Background: an optimization exercise with open tools, aiming at small area, a short achievable clock period and few clock cycles. Do not read the settings as production practice. Function was not checked in any run shown here: the RTL went through the layout flow alone. Power figures rest on the tool's default switching activity, not on a simulated workload.

==> config.mk <==
export PLATFORM = sky130hd
export DESIGN_NAME = bounded_fifo_with_remove_by_value
export DESIGN_NICKNAME = bounded_fifo_with_remove_by_value
export VERILOG_FILES = /design/flow/design.v
export SDC_FILE = /design/flow/constraint.sdc
export NUM_CORES = 4
export LEC_CHECK = 0
export CAP_MARGIN = 20
export CORE_MARGIN = 2
export CORE_UTILIZATION = 40
export SLEW_MARGIN = 20
==> constraint.sdc <==
create_clock -name core_clock -period 5.0 [get_ports {clk_i}]
set_input_delay 1.0000 -clock core_clock [delete_from_list [all_inputs] [get_ports {clk_i}]]
set_output_delay 1.0000 -clock core_clock [all_outputs]
set_load 0.01 [all_outputs]
==> design.v <==
package bfrv_pkg;
  localparam int unsigned MODE_W   = 2;
  localparam int unsigned VALUE_W  = 32;
  localparam int unsigned STATUS_W = 2;
  localparam int unsigned OCC_W    = 5;
  localparam int unsigned LIMIT_W  = 5;
  localparam int unsigned DEPTH_DEF      = 16;
  localparam int unsigned DATA_WIDTH_DEF = 32;
  localparam logic [LIMIT_W-1:0] LIMIT_RESET = 5'd16;
  localparam logic [MODE_W-1:0] MODE_PUSH   = 2'd0;
  localparam logic [MODE_W-1:0] MODE_POP    = 2'd1;
  localparam logic [MODE_W-1:0] MODE_REMOVE = 2'd2;
  localparam logic [STATUS_W-1:0] ST_DONE      = 2'd0;
  localparam logic [STATUS_W-1:0] ST_FULL      = 2'd1;
  localparam logic [STATUS_W-1:0] ST_EMPTY     = 2'd2;
  localparam logic [STATUS_W-1:0] ST_NOT_FOUND = 2'd3;
  typedef struct packed {
    logic [MODE_W-1:0]  mode;
    logic [VALUE_W-1:0] value;
  } req_t;
  typedef struct packed {
    logic [STATUS_W-1:0] status;
    logic [VALUE_W-1:0]  popped_value;
    logic [OCC_W-1:0]    occupancy;
  } rsp_t;
  typedef struct packed {
    logic load;     
    logic shift;    
    logic cmp_en;   
  } cell_ctrl_t;
endpackage
import bfrv_pkg::*;
module bfrv_cell #(
  parameter int unsigned DATA_WIDTH = DATA_WIDTH_DEF
) (
  input  logic                  clk_i,
  input  logic                  shift_i,     
  input  logic [DATA_WIDTH-1:0] prev_i,      
  input  logic [DATA_WIDTH-1:0] cmp_data_i,  
  output logic [DATA_WIDTH-1:0] data_o,
  output logic                  eq_o
);
  logic [DATA_WIDTH-1:0] data_q;
  always_ff @(posedge clk_i) begin
    if (shift_i) begin
      data_q <= prev_i;
    end
  end
  assign data_o = data_q;
  assign eq_o   = (data_q == cmp_data_i);
endmodule
import bfrv_pkg::*;
module bfrv_seek #(
  parameter int unsigned DEPTH = DEPTH_DEF
) (
  input  logic [DEPTH-1:0] req_i,
  output logic [DEPTH-1:0] onehot_o,
  output logic             found_o
);
  logic [DEPTH-1:0] above;
  always_comb begin
    above[DEPTH-1] = 1'b0;
    for (int i = DEPTH - 2; i >= 0; i--) begin
      above[i] = above[i+1] | req_i[i+1];
    end
  end
  assign onehot_o = req_i & ~above;
  assign found_o  = |req_i;
endmodule
import bfrv_pkg::*;
module bounded_fifo_with_remove_by_value #(
  parameter int unsigned DEPTH      = DEPTH_DEF,
  parameter int unsigned DATA_WIDTH = DATA_WIDTH_DEF
) (
  input  logic               clk_i,
  input  logic               rst_ni,
  input  logic               cfg_we_i,
  input  logic [LIMIT_W-1:0] cfg_wdata_i,
  input  logic               in_valid_i,
  output logic               in_stall_o,
  input  logic [MODE_W+VALUE_W-1:0]          in_word_i,
  output logic               out_valid_o,
  input  logic               out_stall_i,
  output logic [STATUS_W+VALUE_W+OCC_W-1:0] out_word_o
);
  localparam int unsigned CNT_W = $clog2(DEPTH + 1);
  localparam int unsigned CMP_W = (CNT_W > LIMIT_W) ? CNT_W : LIMIT_W;
  localparam int unsigned RSP_W = STATUS_W + VALUE_W + OCC_W;
  logic                       v0_q;
  logic [MODE_W+VALUE_W-1:0]  w0_q;
  logic [MODE_W-1:0]          mode0;
  logic [DATA_WIDTH-1:0]      val0;
  logic                  v1_q;
  logic [MODE_W-1:0]     mode1_q;
  logic [DATA_WIDTH-1:0] val1_q;
  logic [DEPTH-1:0]      m1_q;
  logic                  r1_free;
  logic [DEPTH-1:0]      vld_q, vld_d;
  logic [CNT_W-1:0]      cnt_q, cnt_d;
  logic [LIMIT_W-1:0]    limit_q;
  logic [DATA_WIDTH-1:0] cell_data [DEPTH];
  logic [DEPTH-1:0]      cell_eq;
  logic [DEPTH-1:0]      below_full;    
  logic [DEPTH-1:0]      shift_en;
  logic [DEPTH-1:0]      m_next;
  logic                  eq01;
  logic                  fire;
  logic                  is_push, is_pop, is_remove;
  logic                  room, push_ok;
  logic [DEPTH-1:0]      old_oh, hit_oh, hit_vec, clr;
  logic                  any_vld, found;
  logic [STATUS_W-1:0]   res_status;
  logic [VALUE_W-1:0]    res_value;
  logic [RSP_W-1:0]      res;
  logic                  ov_q, sv_q;
  logic [RSP_W-1:0]      ow_q, sw_q;
  logic                  deliver;
  assign in_stall_o = v0_q & v1_q & sv_q;
  assign mode0      = w0_q[MODE_W+VALUE_W-1:VALUE_W];
  assign val0       = DATA_WIDTH'(w0_q[VALUE_W-1:0]);
  always_ff @(posedge clk_i or negedge rst_ni) begin
    if (!rst_ni) begin
      v0_q <= 1'b0;
    end else if (!in_stall_o) begin
      v0_q <= in_valid_i;
    end
  end
  always_ff @(posedge clk_i) begin
    if (!in_stall_o) begin
      w0_q <= in_word_i;
    end
  end
  assign r1_free = ~(v1_q & sv_q);
  assign eq01    = (val0 == val1_q);
  for (genvar i = 0; i < DEPTH; i++) begin : g_fwd
    if (i == 0) begin : g_first
      assign m_next[i] = shift_en[i] ? eq01 : cell_eq[i];
    end else begin : g_rest
      assign m_next[i] = shift_en[i] ? cell_eq[i-1] : cell_eq[i];
    end
  end
  always_ff @(posedge clk_i or negedge rst_ni) begin
    if (!rst_ni) begin
      v1_q <= 1'b0;
    end else if (r1_free) begin
      v1_q <= v0_q;
    end
  end
  always_ff @(posedge clk_i) begin
    if (r1_free) begin
      mode1_q <= mode0;
      val1_q  <= val0;
      m1_q    <= m_next;
    end
  end
  assign fire      = v1_q & ~sv_q;
  assign is_push   = (mode1_q == MODE_PUSH);
  assign is_pop    = (mode1_q == MODE_POP);
  assign is_remove = (mode1_q == MODE_REMOVE);
  assign room      = (cnt_q < CNT_W'(DEPTH)) & (CMP_W'(cnt_q) < CMP_W'(limit_q));
  assign push_ok   = fire & is_push & room;
  always_comb begin
    below_full[0] = 1'b1;
    for (int i = 1; i < DEPTH; i++) begin
      below_full[i] = below_full[i-1] & vld_q[i-1];
    end
  end
  assign shift_en = {DEPTH{push_ok}} & below_full;
  for (genvar i = 0; i < DEPTH; i++) begin : g_cell
    logic [DATA_WIDTH-1:0] prev;
    if (i == 0) begin : g_first
      assign prev = val1_q;
    end else begin : g_rest
      assign prev = cell_data[i-1];
    end
    bfrv_cell #(
      .DATA_WIDTH (DATA_WIDTH)
    ) u_cell (
      .clk_i      (clk_i),
      .shift_i    (shift_en[i]),
      .prev_i     (prev),
      .cmp_data_i (val0),
      .data_o     (cell_data[i]),
      .eq_o       (cell_eq[i])
    );
  end
  bfrv_seek #(.DEPTH(DEPTH)) u_oldest (
    .req_i    (vld_q),
    .onehot_o (old_oh),
    .found_o  (any_vld)
  );
  assign hit_vec = m1_q & vld_q;
  bfrv_seek #(.DEPTH(DEPTH)) u_hit (
    .req_i    (hit_vec),
    .onehot_o (hit_oh),
    .found_o  (found)
  );
  always_comb begin
    clr = '0;
    if (fire & is_pop) clr = old_oh;
    if (fire & is_remove) clr = hit_oh;
  end
  always_comb begin
    for (int i = 0; i < DEPTH; i++) begin
      if (shift_en[i]) begin
        vld_d[i] = (i == 0) ? 1'b1 : vld_q[(i == 0) ? 0 : i-1];
      end else begin
        vld_d[i] = vld_q[i] & ~clr[i];
      end
    end
  end
  always_comb begin
    res_value = '0;
    for (int i = 0; i < DEPTH; i++) begin
      res_value = res_value | ({VALUE_W{old_oh[i]}} & VALUE_W'(cell_data[i]));
    end
    if (!is_pop) res_value = '0;
  end
  always_comb begin
    cnt_d      = cnt_q;
    res_status = ST_DONE;
    if (is_push) begin
      if (room) cnt_d = cnt_q + CNT_W'(1);
      else      res_status = ST_FULL;
    end else if (is_pop) begin
      if (any_vld) cnt_d = cnt_q - CNT_W'(1);
      else         res_status = ST_EMPTY;
    end else if (is_remove) begin
      if (found) cnt_d = cnt_q - CNT_W'(1);
      else       res_status = ST_NOT_FOUND;
    end
  end
  assign res = {res_status, res_value, OCC_W'(cnt_d)};
  always_ff @(posedge clk_i or negedge rst_ni) begin
    if (!rst_ni) begin
      vld_q   <= '0;
      cnt_q   <= '0;
    end else if (fire) begin
      vld_q   <= vld_d;
      cnt_q   <= cnt_d;
    end
  end
  always_ff @(posedge clk_i or negedge rst_ni) begin
    if (!rst_ni) begin
      limit_q <= LIMIT_RESET;
    end else if (cfg_we_i) begin
      limit_q <= cfg_wdata_i;
    end
  end
  assign out_valid_o = ov_q;
  assign out_word_o  = ow_q;
  assign deliver     = ov_q & ~out_stall_i;
  always_ff @(posedge clk_i or negedge rst_ni) begin
    if (!rst_ni) begin
      ov_q <= 1'b0;
      sv_q <= 1'b0;
    end else begin
      if (sv_q) begin
        if (deliver) sv_q <= 1'b0;
      end else if (fire && ov_q && !deliver) begin
        sv_q <= 1'b1;
      end
      if (!ov_q || deliver) begin
        ov_q <= sv_q | fire;
      end
    end
  end
  always_ff @(posedge clk_i) begin
    if (!ov_q || deliver) begin
      ow_q <= sv_q ? sw_q : res;
    end
    if (!sv_q && fire && ov_q && !deliver) begin
      sw_q <= res;
    end
  end
endmodule
==> run.sh <==
#!/bin/bash
# synth_recipe.tcl (not shown) runs the flow's synth.tcl, then flattens the netlist and writes it again
# the make line also repeats each setting of config.mk as NAME=value (left out here)
make -C /OpenROAD-flow-scripts/flow DESIGN_CONFIG=/design/flow/config.mk WORK_HOME=/design/flow/orfs CLKGATE_MAP_FILE= SYNTH_SCRIPT=/design/flow/synth_recipe.tcl finish
==> impl_metrics.py, run 1 <==
metrics = {
    "yosys": {
        "ys_warn_count": 4,
        "netlist_area_mm2": 0.03324,
        "synth-edff-count": 674,
        "synth_area_per_cell_um2": 13.43,
        "synth_top_cell_by_area": "edfxtp_1",
        "postSynthCellCount": 2475,
        "synth_area_leaders": "edfxtp_1 61%, xnor2_1 8.7%, xor2_1 5.7%",
        "synth-seq-cells": 704,
        "ys_seq_area_share_pct": 63.15,
        "synth_flop_cell": "edfxtp_1",
        "synth_async_sr_flop_share_pct": 4.261,
        "synth_top_area_share_pct": 60.89,
        "syn_nets": 2525,
        "yosysUniqueCellTypes": 71,
    },
    "timing": {
        "final.period_utilization_pct": 78.55,
        "fmax_ghz": 0.2546,
        "fin_crit_ps": 3927,
        "drv_slew": 0,
        "finalSetupTns_ps": 0,
        "relSlewSlack_pct": 16.73,
        "rsz0062_at_grt": "no",
        "finClkSkew_ps": 30.99,
        "tightest_slew_ps": 1218,
        "finalSetupViolCount": 0,
        "hold_violations": 0,
    },
    "floorplan": {
        "die_w_um": 292.3,
        "fp.dieH_um": 292.3,
        "die_area_mm2": 0.08543,
        "initial_core_util_pct": 40.42,
        "coreArea_mm2": 0.08224,
        "num_rows": 105,
        "io_pins": 85,
    },
    "clocking": {
        "clk_latency_ps": 640,
        "cts_root_buf": "clkbuf_16",
        "cts.clk_slew.worst_paths_ps": 60,
        "clockBufferDepth": 3,
        "cts-hold-fix-buffers": 0,
        "cts.sinks": 704,
        "cts-buffers-inserted": 77,
        "postCtsResizedCells": 0,
        "ctsHtreeMaxLevel": 3,
        "cts_tree": "built",
        "post_cts_buffers": 0,
    },
    "hold_path": {
        "hp-class": "reg2reg",
    },
    "drt": {
        "ant_nets": 0,
        "vias": 23060,
        "dr.first_iter.drc_count": 3396,
        "firstDrtPassIters": 8,
        "wire_per_inst_um": 33.27,
        "post-route-drc-count": 0,
        "avgViaCountPerCell": 6.252,
        "drt_wl_total_mm": 122.7,
    },
    "power_and_ir_drop": {
        "power_density_mw_per_mm2": 401.1,
        "ir_worst_vdd_v": 0.0003045,
        "power_mw": 15.24,
        "clkPwrFrac_pct": 37.1,
        "seq_power_share_pct": 47.1,
        "power.leakage_nw": 12.16,
        "p_int_mw": 10.91,
        "switchingPower_mw": 4.330,
        "comb_power_share_pct": 15.8,
        "switching_share_pct": 28.42,
    },
    "run_status": {
        "status": "no timing/DRC/antenna violations",
    },
    "grt": {
        "grt_pass1_vias": 22100,
        "grt_use_total_pct": 28.40,
        "grt_max_degree": 72,
        "grt_first_pass_wirelength_mm": 172.5,
        "grt-ovfl-total": 0,
        "antenna_found_initial": 4,
    },
    "worst_setup_path": {
        "cp_slowest_cell": "a2111oi_0",
        "cp_cell_sequence": "or4_1, or2_1, a21oi_1, a2111oi_0, a31oi_1, mux2_2",
        "arrival_ps": 4290,
        "cp-start-kind": "flip-flop",
        "cp_max_fo": 19,
        "critPathCaptureType": "flip-flop",
        "crit_required_ps": 5360,
        "critical_path_class": "reg2reg",
        "critPathMaxStageDelay_ps": 1070,
    },
    "placed_design": {
        "io_buffer_count": 84,
        "hpwl_mm": 89.38,
        "place_congestion": 0.9689,
    },
    "final_layout": {
        "layout-drive-gt1-share_pct": 9.927,
        "num_antenna_cells": 0,
        "area_delta_synth_final_pct": 14.27,
        "nets": 2611,
    },
    "flow_run": {
        "cap_violations": 0,
    },
}
metal layers:
metal | vias to the layer above | global-route usage [%] | part of all wire (%)
li1 | 9583 | - | -
met5 | - | 0 | 0.052
met4 | 10 | 9.056 | 3.7
met3 | 214 | 8.354 | 13
met2 | 1571 | 41.54 | 43
met1 | 11680 | 40.57 | 41
worst max-delay path: cells and delay by family (launching register included):
kind            cells  cell delay [ps]
compound gates      3             1380
flops               1              660
mux                 1              340
simple gates        2             1270
cells in the mapped netlist (29+ instances only):
master	count
a21oi_1	73
a22oi_1	63
clkbuf_1	151
dfrtp_1	29
edfxtp_1	674
nand2_1	177
nand3b_1	36
nand4_1	118
nor2_1	52
nor4_1	80
o211ai_1	35
o21ai_0	38
xnor2_1	330
xor2_1	216
power groups by stage:
stage | logic (mW) | registers (mW) | clock network (mW)
6_report | 2.41 | 7.18 | 5.65
4_1_cts | 2.34 | 7.17 | 5.68
3_5_place_dp | 2.33 | 7.29 | 0
3_3_place_gp | 2.31 | 7.29 | 0
2_1_floorplan | 1.46 | 7.07 | 0
5_1_grt | 2.54 | 7.20 | 5.90
registers in the layout (all words and copies together), names as in the netlist:
name,count
m1_q,16
mode1_q,2
limit_q,5
sw_q,39
g_cell.u_cell.data_q,512
val1_q,32
sv_q,1
vld_q,16
ow_q,39
v0_q,1
cnt_q,5
w0_q,34
v1_q,1
ov_q,1
layout make-up:
cell class                 instances  area (µm²)
clock buffer                     100        2054
clock inverter                    37       347.8
fill                            7248       44250
inverter                          24       90.09
multi-input combinational       1574       11590
sequential                       704       21000
tap                             1070        1339
timing repair buffer             180        1564
logic make-up (layout without fill, tap and decap cells):
family / Yosys count / in the layout / share of synthesized area (%)
AOI/OAI and AO/OA: 405 / 405 / 9.045
muxes: 34 / 34 / 1.125
and+or+nand+nor: 583 / 583 / 9.643
DFF: 704 / 704 / 63.15
adders and majority gates: 6 / 6 / 0.2258
buffers and inverters: 197 / 341 / 2.428
xor gates and xnor gates: 546 / 546 / 14.39
cells in the final DEF (no fill, tap or decap), types with 20 or more instances in the layout:
cell / Yosys / final
o211ai_1: 35 / 35
nand3_1: 23 / 22
inv_1: 23 / 23
nand2_1: 177 / 175
clkbuf_1: 151 / 20
nor4_1: 80 / 78
and3_1: 23 / 23
a21oi_1: 73 / 73
nand3b_1: 36 / 36
xnor2_1: 330 / 330
nor2_1: 52 / 42
nand4_1: 118 / 118
xor2_1: 216 / 216
a31oi_1: 20 / 20
clkdlybuf4s50_1: 0 / 83
a22oi_1: 63 / 63
clkbuf_16: 0 / 78
edfxtp_1: 674 / 674
buf_4: 0 / 95
o21ai_0: 38 / 38
dfrtp_1: 29 / 25
worst paths after layout:
check	start	end	slack (ps)	cells after the start
max	vld_q[8]	ow_q[6]	1070	6
min	w0_q[32]	mode1_q[0]	440	0
max reg2reg	vld_q[8]	ow_q[6]	1070	6
min reg2reg	w0_q[32]	mode1_q[0]	440	0
max in group asynchronous	rst_ni	sv_q	3950	1
min in group asynchronous	rst_ni	vld_q[13]	460	1
metrics by stage:
step / area [µm²] / util, % / std cells / setup WS [ps] / hold slack, ps
after CTS: 37970 / 46.16 / 3688 / 1206 / 448.2
after floorplan: 33250 / - / 2475 / 298.4 / 400.3
after global routing: 37990 / 46.19 / 3689 / 959.8 / 471.8
after global placement: 35560 / 43.24 / 3551 / 1249 / 454.9
after detailed placement: 35560 / 43.24 / 3551 / 1227 / 424.4
final: 37990 / 46.19 / 3689 / 1073 / 444.8
==> run 2: changes to the inputs <==
--- a/config.mk
+++ b/config.mk
@@ -5,7 +5,9 @@
 export SDC_FILE = /design/flow/constraint.sdc
 export NUM_CORES = 4
 export LEC_CHECK = 0
+export ABC_CLOCK_PERIOD_IN_PS = 1700
 export CAP_MARGIN = 20
 export CORE_MARGIN = 2
 export CORE_UTILIZATION = 40
+export SETUP_SLACK_MARGIN = 3.3
 export SLEW_MARGIN = 20
==> run 2 against run 1 <==
Net effect:
- critical endpoint is now g_cell[9].u_cell.data_q[7]
- fmax is 28% higher
- wire length is 29% higher
- flip-flop and latch count stayed put
- final cell count is 11% higher
- die area stayed put
- area after synthesis stayed put
- still clean on timing, DRC and antenna
- clock-buffer cell count is 1 higher
- global-route usage is 6.8 points higher
- hold slack better by 12 ps
- synthesized cell count stayed put
- core utilization is 10 points higher
- non-clock buffer count is 401 higher
==> impl_metrics.py, run 2 <==
metrics = {
    "yosys": {
        "synthTopCellsByCount": "674 x edfxtp_1, 330 x xnor2_1, 216 x xor2_1",
        "synth_area_per_cell_um2": 13.43,
        "syn_nets": 2525,
        "synth-seq-cells": 704,
        "netlist_area_mm2": 0.03324,
        "ys_seq_area_share_pct": 63.15,
        "synth_top_area_share_pct": 60.89,
        "yosysMostFrequentCell": "edfxtp_1",
        "ys_warn_count": 4,
        "postSynthCellCount": 2475,
        "yosysUniqueCellTypes": 71,
        "synth_flop_cell": "edfxtp_1",
        "synth-edff-count": 674,
        "synth_async_sr_flop_share_pct": 4.261,
        "synth_top_cell_by_area": "edfxtp_1",
        "synth_area_leaders": "edfxtp_1 61%, xnor2_1 8.7%, xor2_1 5.7%",
    },
    "grt": {
        "antenna_found_initial": 7,
        "grt_use_total_pct": 35.23,
        "grt_first_pass_wirelength_mm": 208.8,
        "grt_pass1_vias": 25320,
        "grt_max_degree": 37,
        "grt-ovfl-total": 0,
    },
    "worst_setup_path": {
        "crit_required_ps": 5380,
        "cp-start-kind": "flip-flop",
        "cp_max_fo": 8,
        "critPathCaptureType": "flip-flop",
        "arrival_ps": 3450,
        "critical_path_class": "reg2reg",
    },
    "power_and_ir_drop": {
        "power_density_mw_per_mm2": 366.4,
        "power.leakage_nw": 15.75,
        "ir_worst_vdd_v": 0.0002605,
    },
    "timing": {
        "final.period_utilization_pct": 61.52,
        "finalSetupTns_ps": 0,
        "holdWs_ps": 457.1,
        "tightest_slew_ps": 960.2,
        "finalSetupViolCount": 0,
        "relSlewSlack_pct": 35.99,
        "finClkSkew_ps": 55.35,
        "fin_crit_ps": 3076,
        "hold_violations": 0,
        "rsz0062_at_grt": "yes",
        "drv_slew": 0,
        "fin_ws_ps": 1924,
        "fmax_ghz": 0.3251,
    },
    "final_layout": {
        "top_regs": "g_cell.u_cell.data_q: 512 flops, ow_q: 39 flops, sw_q: 39 flops",
        "area_delta_synth_final_pct": 39.05,
        "fin_util_pct": 56.20,
        "layout_common_cells": "674 x edfxtp_1, 317 x xnor2_1, 216 x xor2_1",
        "final_common_cell": "edfxtp_1",
        "layout-drive-gt1-share_pct": 33.06,
        "nets": 3020,
        "largest_reg_flops": 512,
        "regMostFlops": "g_cell.u_cell.data_q",
    },
    "clocking": {
        "cts-buffers-inserted": 79,
        "cts_root_buf": "clkbuf_16",
        "cts.clk_slew.worst_paths_ps": 70,
        "clk_latency_ps": 670,
        "cts.sinks": 704,
        "clockBufferDepth": 3,
        "ctsHtreeMaxLevel": 3,
        "cts_tree": "built",
    },
    "hold_path": {
        "hp-class": "in2async",
    },
    "flow_run": {
        "cap_violations": 0,
    },
    "drt": {
        "avgViaCountPerCell": 6.644,
        "drt_wl_total_mm": 158.9,
        "dr.first_iter.drc_count": 4771,
        "firstDrtPassIters": 6,
        "wire_per_inst_um": 38.68,
        "ant_nets": 0,
        "vias": 27290,
        "post-route-drc-count": 0,
    },
    "placed_design": {
        "place_congestion": 0.9620,
        "io_buffer_count": 84,
        "hpwl_mm": 93.41,
        "pre_cts_ws_ps": 1006,
    },
    "floorplan": {
        "die_area_mm2": 0.08543,
        "coreArea_mm2": 0.08224,
        "die_w_um": 292.3,
        "initial_core_util_pct": 40.42,
        "io_pins": 85,
        "fp.dieH_um": 292.3,
        "num_rows": 105,
    },
    "run_status": {
        "status": "no timing/DRC/antenna violations",
    },
}
## run 2: cell counts after synthesis
No cell type changed its count.
## run 2: final timing paths
| path | start | endpoint | slack (ps) | depth (start not counted) |
|---|---|---|---|---|
| worst min register to register | w0_q[33] | mode1_q[1] | 460 | 0 |
| worst max register to register | cnt_q[1] | g_cell[9].u_cell.data_q[7] | 1920 | 10 |
| max in group asynchronous | rst_ni | vld_q[2] | 3880 | 1 |
| min in group core_clock | w0_q[33] | mode1_q[1] | 460 | 0 |
| worst max-delay path | cnt_q[1] | g_cell[9].u_cell.data_q[7] | 1920 | 10 |
| worst min-delay path | rst_ni | vld_q[13] | 460 | 1 |
## run 2: per-stage QoR
stage               area (µm²)  total power, mW  std cells
finish                   46220            16.94       4107
detailed placement       35610            9.670       3545
global placement         35610            9.646       3545
floorplan                33440            8.554       2475
global route             46220            17.22       4105
CTS                      44350            16.32       4010
## run 2: routing by layer
| layer | global-route usage, % | wire length [µm] | part of all wire, % |
|---|---|---|---|
| met3 | 15.21 | 27920 | 18 |
| met5 | 0 | 63 | 0.040 |
| met2 | 49.15 | 63140 | 40 |
| met1 | 47.47 | 57360 | 36 |
| met4 | 15.47 | 10400 | 6.5 |
## run 2: critical path, cell delays in order (launching register included)
cell and delay (ps):
dfrtp_2 460, ha_1 230, a21oi_2 160, o21ai_1 200, a2111o_2 550, or3_4 460
buf_6 160, nor2_4 140, buf_4 150, buf_12 120, buf_16 140
## run 2: final cells by class
class                   count  area, µm²
diodes                      3      7.507
clock buffers             101       2069
clock inverters            44      400.4
fillers                  6350      36020
inverters                  24      113.9
multi-input cells        1580      13710
flip-flops and latches    704      21020
well taps                1070       1339
repair buffers            581       7562
## run 2: power breakdown
group	internal (mW)	switching, mW	leakage (nW)
combinational	1.78	2.30	7.97
sequential	6.80	0.300	6.59
clock	3.08	2.68	1.19
## run 2: cell families after synthesis
kind of cell | Yosys count | synth area share, %
xor+xnor | 546 | 14.39
compound gates | 405 | 9.045
simple gates | 583 | 9.643
fa+ha+maj | 6 | 0.2258
flops | 704 | 63.15
mux | 34 | 1.125
buf+inv | 197 | 2.428
## run 2: what timing repair did
action,CTS,global route
setup buffers,255,79
cloned,65,15
pin swaps,109,81
gates resized for setup,728,184
setup endpoints to repair,793,741
endpoints found under the hold margin,0,0
hold buffers,0,0
==> run 3: changes to the inputs <==
--- a/design.v
+++ b/design.v
@@ -86,8 +86,6 @@
   localparam int unsigned CNT_W = $clog2(DEPTH + 1);
   localparam int unsigned CMP_W = (CNT_W > LIMIT_W) ? CNT_W : LIMIT_W;
   localparam int unsigned RSP_W = STATUS_W + VALUE_W + OCC_W;
-  logic                       v0_q;
-  logic [MODE_W+VALUE_W-1:0]  w0_q;
   logic [MODE_W-1:0]          mode0;
   logic [DATA_WIDTH-1:0]      val0;
   logic                  v1_q;
@@ -98,6 +96,7 @@
   logic [DEPTH-1:0]      vld_q, vld_d;
   logic [CNT_W-1:0]      cnt_q, cnt_d;
   logic [LIMIT_W-1:0]    limit_q;
+  logic                  room_q, room_d;
   logic [DATA_WIDTH-1:0] cell_data [DEPTH];
   logic [DEPTH-1:0]      cell_eq;
   logic [DEPTH-1:0]      below_full;    
@@ -115,22 +114,10 @@
   logic                  ov_q, sv_q;
   logic [RSP_W-1:0]      ow_q, sw_q;
   logic                  deliver;
-  assign in_stall_o = v0_q & v1_q & sv_q;
-  assign mode0      = w0_q[MODE_W+VALUE_W-1:VALUE_W];
-  assign val0       = DATA_WIDTH'(w0_q[VALUE_W-1:0]);
-  always_ff @(posedge clk_i or negedge rst_ni) begin
-    if (!rst_ni) begin
-      v0_q <= 1'b0;
-    end else if (!in_stall_o) begin
-      v0_q <= in_valid_i;
-    end
-  end
-  always_ff @(posedge clk_i) begin
-    if (!in_stall_o) begin
-      w0_q <= in_word_i;
-    end
-  end
-  assign r1_free = ~(v1_q & sv_q);
+  assign r1_free    = ~(v1_q & sv_q);
+  assign in_stall_o = ~r1_free;
+  assign mode0      = in_word_i[MODE_W+VALUE_W-1:VALUE_W];
+  assign val0       = DATA_WIDTH'(in_word_i[VALUE_W-1:0]);
   assign eq01    = (val0 == val1_q);
   for (genvar i = 0; i < DEPTH; i++) begin : g_fwd
     if (i == 0) begin : g_first
@@ -143,7 +130,7 @@
     if (!rst_ni) begin
       v1_q <= 1'b0;
     end else if (r1_free) begin
-      v1_q <= v0_q;
+      v1_q <= in_valid_i;
     end
   end
   always_ff @(posedge clk_i) begin
@@ -157,7 +144,7 @@
   assign is_push   = (mode1_q == MODE_PUSH);
   assign is_pop    = (mode1_q == MODE_POP);
   assign is_remove = (mode1_q == MODE_REMOVE);
-  assign room      = (cnt_q < CNT_W'(DEPTH)) & (CMP_W'(cnt_q) < CMP_W'(limit_q));
+  assign room      = room_q;
   assign push_ok   = fire & is_push & room;
   always_comb begin
     below_full[0] = 1'b1;
@@ -247,6 +234,20 @@
       limit_q <= cfg_wdata_i;
     end
   end
+  always_comb begin
+    if (cfg_we_i) begin
+      room_d = (cnt_q < CNT_W'(DEPTH)) & (CMP_W'(cnt_q) < CMP_W'(cfg_wdata_i));
+    end else begin
+      room_d = (cnt_d < CNT_W'(DEPTH)) & (CMP_W'(cnt_d) < CMP_W'(limit_q));
+    end
+  end
+  always_ff @(posedge clk_i or negedge rst_ni) begin
+    if (!rst_ni) begin
+      room_q <= 1'b1;
+    end else if (fire || cfg_we_i) begin
+      room_q <= room_d;
+    end
+  end
   assign out_valid_o = ov_q;
   assign out_word_o  = ow_q;
   assign deliver     = ov_q & ~out_stall_i;
--- a/config.mk
+++ b/config.mk
@@ -5,9 +5,8 @@
 export SDC_FILE = /design/flow/constraint.sdc
 export NUM_CORES = 4
 export LEC_CHECK = 0
-export ABC_CLOCK_PERIOD_IN_PS = 1700
 export CAP_MARGIN = 20
 export CORE_MARGIN = 2
 export CORE_UTILIZATION = 40
-export SETUP_SLACK_MARGIN = 3.3
+export SETUP_SLACK_MARGIN = 2.6
 export SLEW_MARGIN = 20
==> run 3 against run 2 <==
Net effect:
- global-route usage is 6.0 points lower
- fmax is 13% lower
- synthesized cell count is 1.3% lower
- die area is 3.6% lower
- sequential share of layout area is 3.2 points higher
- sequential power is 7.5% lower
- largest power group unchanged
- register-to-register slack worse by 460 ps
- non-clock buffer count is 229 lower
==> impl_metrics.py, run 3 <==
metrics = {
    "timing": {
        "fmax_ghz": 0.2832,
        "drv_slew": 0,
        "finalSetupTns_ps": 0,
        "hold_violations": 0,
        "tightest_slew_ps": 958.4,
        "relSlewSlack_pct": 35.82,
        "rsz0062_at_grt": "yes",
        "final.period_utilization_pct": 70.62,
        "fin_crit_ps": 3531,
        "finClkSkew_ps": 37.84,
        "finalSetupViolCount": 0,
    },
    "yosys": {
        "synthTopCellsByCount": "640 x edfxtp_1, 462 x xnor2_1, 173 x nand2_1",
        "ys_seq_area_share_pct": 62.34,
        "synth-compound-area-share_pct": 10.16,
        "synth_top_area_share_pct": 59.99,
        "synth_area_per_cell_um2": 13.12,
        "ys_warn_count": 4,
        "synth-edff-count": 640,
        "postSynthCellCount": 2442,
        "synth_area_leaders": "edfxtp_1 60%, xnor2_1 13%, nand4_1 2.5%",
        "yosysMostFrequentCell": "edfxtp_1",
        "synth-seq-cells": 670,
        "synthSimpleGateAreaFrac_pct": 9.003,
        "synth_top_family_by_area": "XOR/XNOR gates",
        "synth_async_sr_flop_share_pct": 4.478,
        "synthAdderAreaFrac_pct": 0.3906,
        "synth_top_cell_by_area": "edfxtp_1",
        "yosysUniqueCellTypes": 69,
        "synth-xor-area-share_pct": 15.12,
        "synthMuxAreaShare_pct": 0.5859,
        "syn_nets": 2496,
        "synth_flop_cell": "edfxtp_1",
        "netlist_area_mm2": 0.03203,
    },
    "power_and_ir_drop": {
        "ir_worst_vdd_v": 0.0003259,
        "power.leakage_nw": 13.64,
        "power_density_mw_per_mm2": 377.6,
    },
    "placed_design": {
        "hpwl_mm": 84.70,
        "place_congestion": 0.9231,
        "io_buffer_count": 84,
    },
    "worst_setup_path": {
        "critPathMaxStageDelay_ps": 490,
        "arrival_ps": 4070,
        "cp_num_buf_inv": 0,
        "worstReg2RegStart": "vld_q[5]",
        "cp-start-kind": "flip-flop",
        "path_depth": 12,
        "cp_top_family": "compound AO/OA/AOI/OAI gates",
        "cp-endpoint": "room_q",
        "critPathCaptureType": "flip-flop",
        "setup.worst_path.start": "vld_q[5]",
        "critical_path_class": "reg2reg",
        "crit_required_ps": 5540,
        "cp_max_fo": 4,
        "cp_slowest_cell": "or4_4",
        "r2r_cells": 12,
        "cp_cell_sequence": "or3_4, or4_4, o31ai_4, a21boi_2, a31oi_1, xnor2_1, ha_1, a211oi_2, o21ai_2, or3_1, o211a_1, a32oi_1",
        "reg2reg_to": "room_q",
        "rrSetupSlack_ps": 1470,
    },
    "floorplan": {
        "die_w_um": 287.0,
        "io_pins": 85,
        "num_rows": 103,
        "fp.dieH_um": 287.0,
        "coreArea_mm2": 0.07913,
        "initial_core_util_pct": 40.48,
        "die_area_mm2": 0.08237,
    },
    "final_layout": {
        "layout-drive-gt1-share_pct": 23.90,
        "fin_util_pct": 51.88,
        "layout_common_cells": "640 x edfxtp_1, 427 x xnor2_1, 168 x nand2_1",
        "regMostFlops": "g_cell.u_cell.data_q",
        "fillers": 6660,
        "final_common_cell": "edfxtp_1",
        "top_regs": "g_cell.u_cell.data_q: 512 flops, ow_q: 39 flops, sw_q: 39 flops",
        "largest_reg_flops": 512,
        "num_antenna_cells": 0,
        "nets": 2771,
        "area_delta_synth_final_pct": 28.14,
    },
    "grt": {
        "grt_max_degree": 55,
        "grt-ovfl-total": 0,
        "grt_first_pass_wirelength_mm": 170.1,
        "grt_pass1_vias": 22760,
        "antenna_found_initial": 0,
        "grt_use_total_pct": 29.26,
    },
    "drt": {
        "dr.first_iter.drc_count": 3142,
        "ant_nets": 0,
        "wire_per_inst_um": 32.51,
        "firstDrtPassIters": 6,
        "vias": 23270,
        "post-route-drc-count": 0,
        "wl_met3_mm": 9.763,
        "top_layer": "met4",
        "met1_length_mm": 47.15,
        "drt_wl_total_mm": 124.4,
        "avgViaCountPerCell": 6.078,
        "wl_met2_mm": 57.76,
    },
    "clocking": {
        "ctsHtreeMaxLevel": 3,
        "clockBufferDepth": 3,
        "cts_tree": "built",
        "cts-buffers-inserted": 75,
        "cts_root_buf": "clkbuf_16",
        "cts.clk_slew.worst_paths_ps": 60,
        "clk_latency_ps": 660,
        "cts.sinks": 670,
    },
    "flow_run": {
        "cap_violations": 0,
    },
    "run_status": {
        "status": "no timing/DRC/antenna violations",
    },
    "hold_path": {
        "hp-class": "reg2reg",
    },
}
run 3: worst min-delay path by stage:
stage,to,slack [ps],startpoint,cells after the start
floorplan,g_cell[0].u_cell.data_q[0],450,val1_q[0],0
detailed placement,g_cell[0].u_cell.data_q[10],460,val1_q[10],0
global route,g_cell[0].u_cell.data_q[10],490,val1_q[10],0
finish,g_cell[0].u_cell.data_q[10],470,val1_q[10],0
global placement,g_cell[0].u_cell.data_q[6],450,val1_q[6],0
CTS,g_cell[0].u_cell.data_q[5],470,val1_q[5],0
run 3: per-stage QoR:
stage	instance area (µm²)	setup WS, ps	hold slack [ps]	instances	total power, mW
3_3_place_gp	34460	621.2	452.8	3496	9.020
3_5_place_dp	34460	875.4	457.5	3496	9.027
6_report	41050	1469	471.6	3828	15.50
4_1_cts	40030	1457	469.5	3772	15.34
5_1_grt	41050	1322	486.5	3828	15.86
2_1_floorplan	32390	1605	448.7	2442	7.870
run 3: layout make-up:
| type | instances | area [µm²] | area share (%) |
|---|---|---|---|
| Timing Repair Buffer | 352 | 3875 | 9.440 |
| Tap cell | 1050 | 1314 | 3.200 |
| Inverter | 25 | 123.9 | 0.3018 |
| Multi-Input combinational cell | 1586 | 13210 | 32.19 |
| Sequential cell | 670 | 19990 | 48.71 |
| Timing Repair inverter | 7 | 52.55 | 0.1280 |
| Clock inverter | 43 | 493.0 | 1.201 |
| Clock buffer | 95 | 1983 | 4.831 |
run 3: report_power, final:
group          internal (mW)  switching, mW
clock                   3.25           2.40
combinational           1.41           1.86
sequential              6.38          0.194
total                   11.0           4.46
run 3: layer usage:
metal / vias to the layer above / global-route usage (%)
li1: 9851 / -
met1: 11750 / 37.41
met2: 1346 / 46.43
met3: 320 / 4.508
met4: 0 / 18.97
met5: - / 0
run 3: logic make-up after synthesis:
logic type      Yosys count
xor+xnor                552
mux                      18
compound gates          440
fa+ha+maj                10
simple gates            554
buf+inv                 198
flops                   670
run 3: timing repair:
| action | in CTS | in global routing |
|---|---|---|
| endpoints found under the hold margin | 0 | 0 |
| buffers inserted | 113 | 42 |
| gates resized for setup | 437 | 137 |
| setup endpoints to repair | 604 | 392 |
| gates cloned | 25 | 12 |
| pin swaps | 50 | 32 |
| hold buffers | 0 | 0 |
==> run 4: changes to the inputs <==
--- a/config.mk
+++ b/config.mk
@@ -8,5 +8,5 @@
 export CAP_MARGIN = 20
 export CORE_MARGIN = 2
 export CORE_UTILIZATION = 40
-export SETUP_SLACK_MARGIN = 2.6
+export SETUP_SLACK_MARGIN = 2.0
 export SLEW_MARGIN = 20
==> run 4 against run 3 <==
Net effect:
- still clean on timing, DRC and antenna
- die area is the same
- core utilization shrank 4.1 points
- final cell count shrank 3.4%
- global-route usage shrank 1.2 points
- flip-flop and latch count is the same
- area after synthesis is the same
- synthesized cell count is the same
- critical path depth is the same
- first-iteration DRC count shrank 13%
- fmax shrank 2.8%
- clock skew shrank 8.7 ps
- largest cell class unchanged
- largest power group unchanged
- highest routed layer unchanged
==> impl_metrics.py, run 4 <==
metrics = {
    "grt": {
        "grt_max_degree": 54,
        "grt_use_total_pct": 28.06,
        "grt-ovfl-total": 0,
        "antenna_found_initial": 0,
        "grt_first_pass_wirelength_mm": 163.5,
        "grt_pass1_vias": 22070,
    },
    "final_layout": {
        "final_common_cell": "edfxtp_1",
        "nets": 2641,
        "top_regs": "g_cell.u_cell.data_q: 512 flops, ow_q: 39 flops, sw_q: 39 flops",
        "stdcell_count": 3698,
        "area_delta_synth_final_pct": 18.00,
        "fillers": 6996,
        "largest_reg_flops": 512,
        "regMostFlops": "g_cell.u_cell.data_q",
        "layout-drive-gt1-share_pct": 14.32,
        "layout_common_cells": "640 x edfxtp_1, 459 x xnor2_1, 169 x nand2_1",
    },
    "yosys": {
        "synth-seq-cells": 670,
        "synth_flop_cell": "edfxtp_1",
        "synth_top_cell_by_area": "edfxtp_1",
        "synth_area_per_cell_um2": 13.12,
        "netlist_area_mm2": 0.03203,
        "postSynthCellCount": 2442,
        "synthTopCellsByCount": "640 x edfxtp_1, 462 x xnor2_1, 173 x nand2_1",
        "ys_warn_count": 4,
        "yosysUniqueCellTypes": 69,
        "synth_async_sr_flop_share_pct": 4.478,
        "ys_seq_area_share_pct": 62.34,
        "synth_area_leaders": "edfxtp_1 60%, xnor2_1 13%, nand4_1 2.5%",
        "synth-edff-count": 640,
        "syn_nets": 2496,
        "synth_top_area_share_pct": 59.99,
        "yosysMostFrequentCell": "edfxtp_1",
    },
    "timing": {
        "fmax_ghz": 0.2753,
        "tightest_slew_ps": 1095,
        "rsz0062_at_grt": "yes",
        "hold_violations": 0,
        "relSlewSlack_pct": 26.98,
        "drv_slew": 0,
        "finClkSkew_ps": 29.16,
        "fin_crit_ps": 3632,
        "final.period_utilization_pct": 72.65,
        "finalSetupViolCount": 0,
        "finalSetupTns_ps": 0,
    },
    "placed_design": {
        "dp.cells": 3514,
        "place_congestion": 0.9895,
        "io_buffer_count": 84,
        "hpwl_mm": 87.22,
    },
    "floorplan": {
        "die_w_um": 287.0,
        "initial_core_util_pct": 40.48,
        "coreArea_mm2": 0.07913,
        "fp.dieH_um": 287.0,
        "io_pins": 85,
        "num_rows": 103,
        "die_area_mm2": 0.08237,
    },
    "worst_setup_path": {
        "critical_path_class": "reg2reg",
        "arrival_ps": 4170,
        "rrSetupSlack_ps": 1370,
        "critPathCaptureType": "flip-flop",
        "cp_max_fo": 4,
        "crit_required_ps": 5530,
        "cp-start-kind": "flip-flop",
    },
    "clocking": {
        "cts.sinks": 670,
        "ctsHtreeMaxLevel": 3,
        "cts-buffers-inserted": 75,
        "cts_tree": "built",
        "clockBufferDepth": 3,
        "cts_root_buf": "clkbuf_16",
        "clk_latency_ps": 640,
        "cts.clk_slew.worst_paths_ps": 60,
    },
    "drt": {
        "avgViaCountPerCell": 6.026,
        "post-route-drc-count": 0,
        "wire_per_inst_um": 31.58,
        "ant_nets": 0,
        "vias": 22280,
        "drt_wl_total_mm": 116.8,
        "dr.first_iter.drc_count": 2748,
        "firstDrtPassIters": 8,
    },
    "power_and_ir_drop": {
        "power.leakage_nw": 12.07,
        "comb_power_share_pct": 18.3,
        "ir_worst_vdd_v": 0.0002868,
        "seq_power_share_pct": 44.6,
        "switching_share_pct": 28.37,
        "switchingPower_mw": 4.187,
        "power_density_mw_per_mm2": 390.4,
        "clkPwrFrac_pct": 37.1,
        "p_int_mw": 10.57,
    },
    "run_status": {
        "status": "no timing/DRC/antenna violations",
    },
    "hold_path": {
        "hp-class": "reg2reg",
    },
    "flow_run": {
        "cap_violations": 0,
    },
}
-- run 4: metal layers --
layer | vias up | GRT usage (%) | share of wire, %
li1 | 9561 | - | -
met4 | 0 | 16.32 | 6.8
met5 | - | 0 | 0
met2 | 1225 | 45.03 | 47
met3 | 269 | 3.984 | 7.3
met1 | 11230 | 36.41 | 39
-- run 4: worst max-delay path, cell delays in order (launching register included) --
cell	delay, ps
dfrtp_2	410
or3_4	420
or4_4	500
o31ai_4	390
a21boi_2	120
a31oi_2	230
xnor2_2	120
ha_1	330
a211oi_2	240
o21ai_2	100
or3_1	320
o211a_1	210
a32oi_1	140
-- run 4: what timing repair did --
action / 4_1_cts / 5_1_grt
endpoints found under the setup margin: 252 / 101
hold endpoints to repair: 0 / 0
cloned: 7 / 1
hold buffers: 0 / 0
setup buffers: 26 / 11
pin swaps: 19 / 16
gates resized for setup: 100 / 36
-- run 4: cell families (layout without fill, tap and decap cells) --
family                     after synthesis  after routing  share of synthesized area (%)
xor gates and xnor gates               552            552                          15.12
and+or+nand+nor                        554            557                          9.003
adders and majority gates               10             10                         0.3906
buffers and inverters                  198            400                          2.402
muxes                                   18             18                         0.5859
AOI/OAI and AO/OA                      440            440                          10.16
DFF                                    670            670                          62.34
other                                    0              1                              0
-- run 4: per-stage QoR --
step	hold WS (ps)	cell area, µm²	utilization, %	setup slack [ps]	power, mW
3_3_place_gp	452.0	34560	43.68	397.5	9.020
3_5_place_dp	456.0	34570	43.68	907.9	9.037
5_1_grt	476.1	37800	47.77	1268	15.12
6_report	465.6	37800	47.77	1368	14.76
4_1_cts	467.4	37550	47.45	1432	14.66
2_1_floorplan	448.7	32200	-	1605	7.853
-- run 4: power groups by stage --
stage / Sequential (mW) / Combinational (mW) / Clock (mW)
finish: 6.58 / 2.70 / 5.48
global route: 6.61 / 2.80 / 5.71
CTS: 6.58 / 2.57 / 5.51
detailed placement: 6.70 / 2.34 / 0
global placement: 6.69 / 2.33 / 0
floorplan: 6.62 / 1.24 / 0
-- run 4: path summary, 6_finish.rpt --
check,cells after the start,end,startpoint
min reg2reg,0,g_cell[0].u_cell.data_q[8],val1_q[8]
max,12,room_q,vld_q[7]
max reg2reg,12,room_q,vld_q[7]
min in group asynchronous,1,vld_q[5],rst_ni
max in group asynchronous,1,vld_q[15],rst_ni
min,0,g_cell[0].u_cell.data_q[8],val1_q[8]
-- run 4: final cells by class --
type / count / area, µm² / area share [%]
Timing Repair Buffer: 234 / 2066 / 5.465
Tap cell: 1050 / 1314 / 3.475
Clock inverter: 40 / 357.8 / 0.9466
Antenna cell: 1 / 2.502 / 0.006620
Timing Repair inverter: 4 / 30.03 / 0.07944
Clock buffer: 97 / 2021 / 5.346
Inverter: 25 / 112.6 / 0.2979
Multi-Input combinational cell: 1577 / 11910 / 31.50
Sequential cell: 670 / 19990 / 52.88

[afterwards: timing with drivers on the ports]
No port has a modelled driver above. Below, the same layouts with a new extraction and two added sets of constraints. Step 1, drivers: a clkbuf_16 drives clk_i and a buf_2 each remaining input, both assumed. Step 2 times the ports against the registers' clock, not the clock port: input delays grow and output delays shrink by t, the midpoint of the rising clock arrivals with the driver on. Three values: ideal ports, drivers, drivers and shift; two values: the first two.
| run | shift t [ns] | setup WS [ns] | worst setup path at the end | clock arrival spread, ns | pins driven straight from the clock port |
|---|---|---|---|---|---|
| run 1 | 0.695 | 1.073 / 1.073 / 1.073 | register to register | 0.032 / 0.031 | 1 |
| run 2 | 0.726 | 1.924 / 1.924 / 1.924 | register to register | 0.058 / 0.057 | 1 |
| run 3 | 0.705 | 1.469 / 1.469 / 1.469 | register to register | 0.040 / 0.040 | 1 |
| run 4 | 0.689 | 1.368 / 1.368 / 1.268 | input to register | 0.032 / 0.032 | 1 |
After both steps setup and hold are still met in every run listed. For run 4, which loses most, drivers alone change the setup slack by 0.000 ns; drivers and shift together by -0.100 ns.
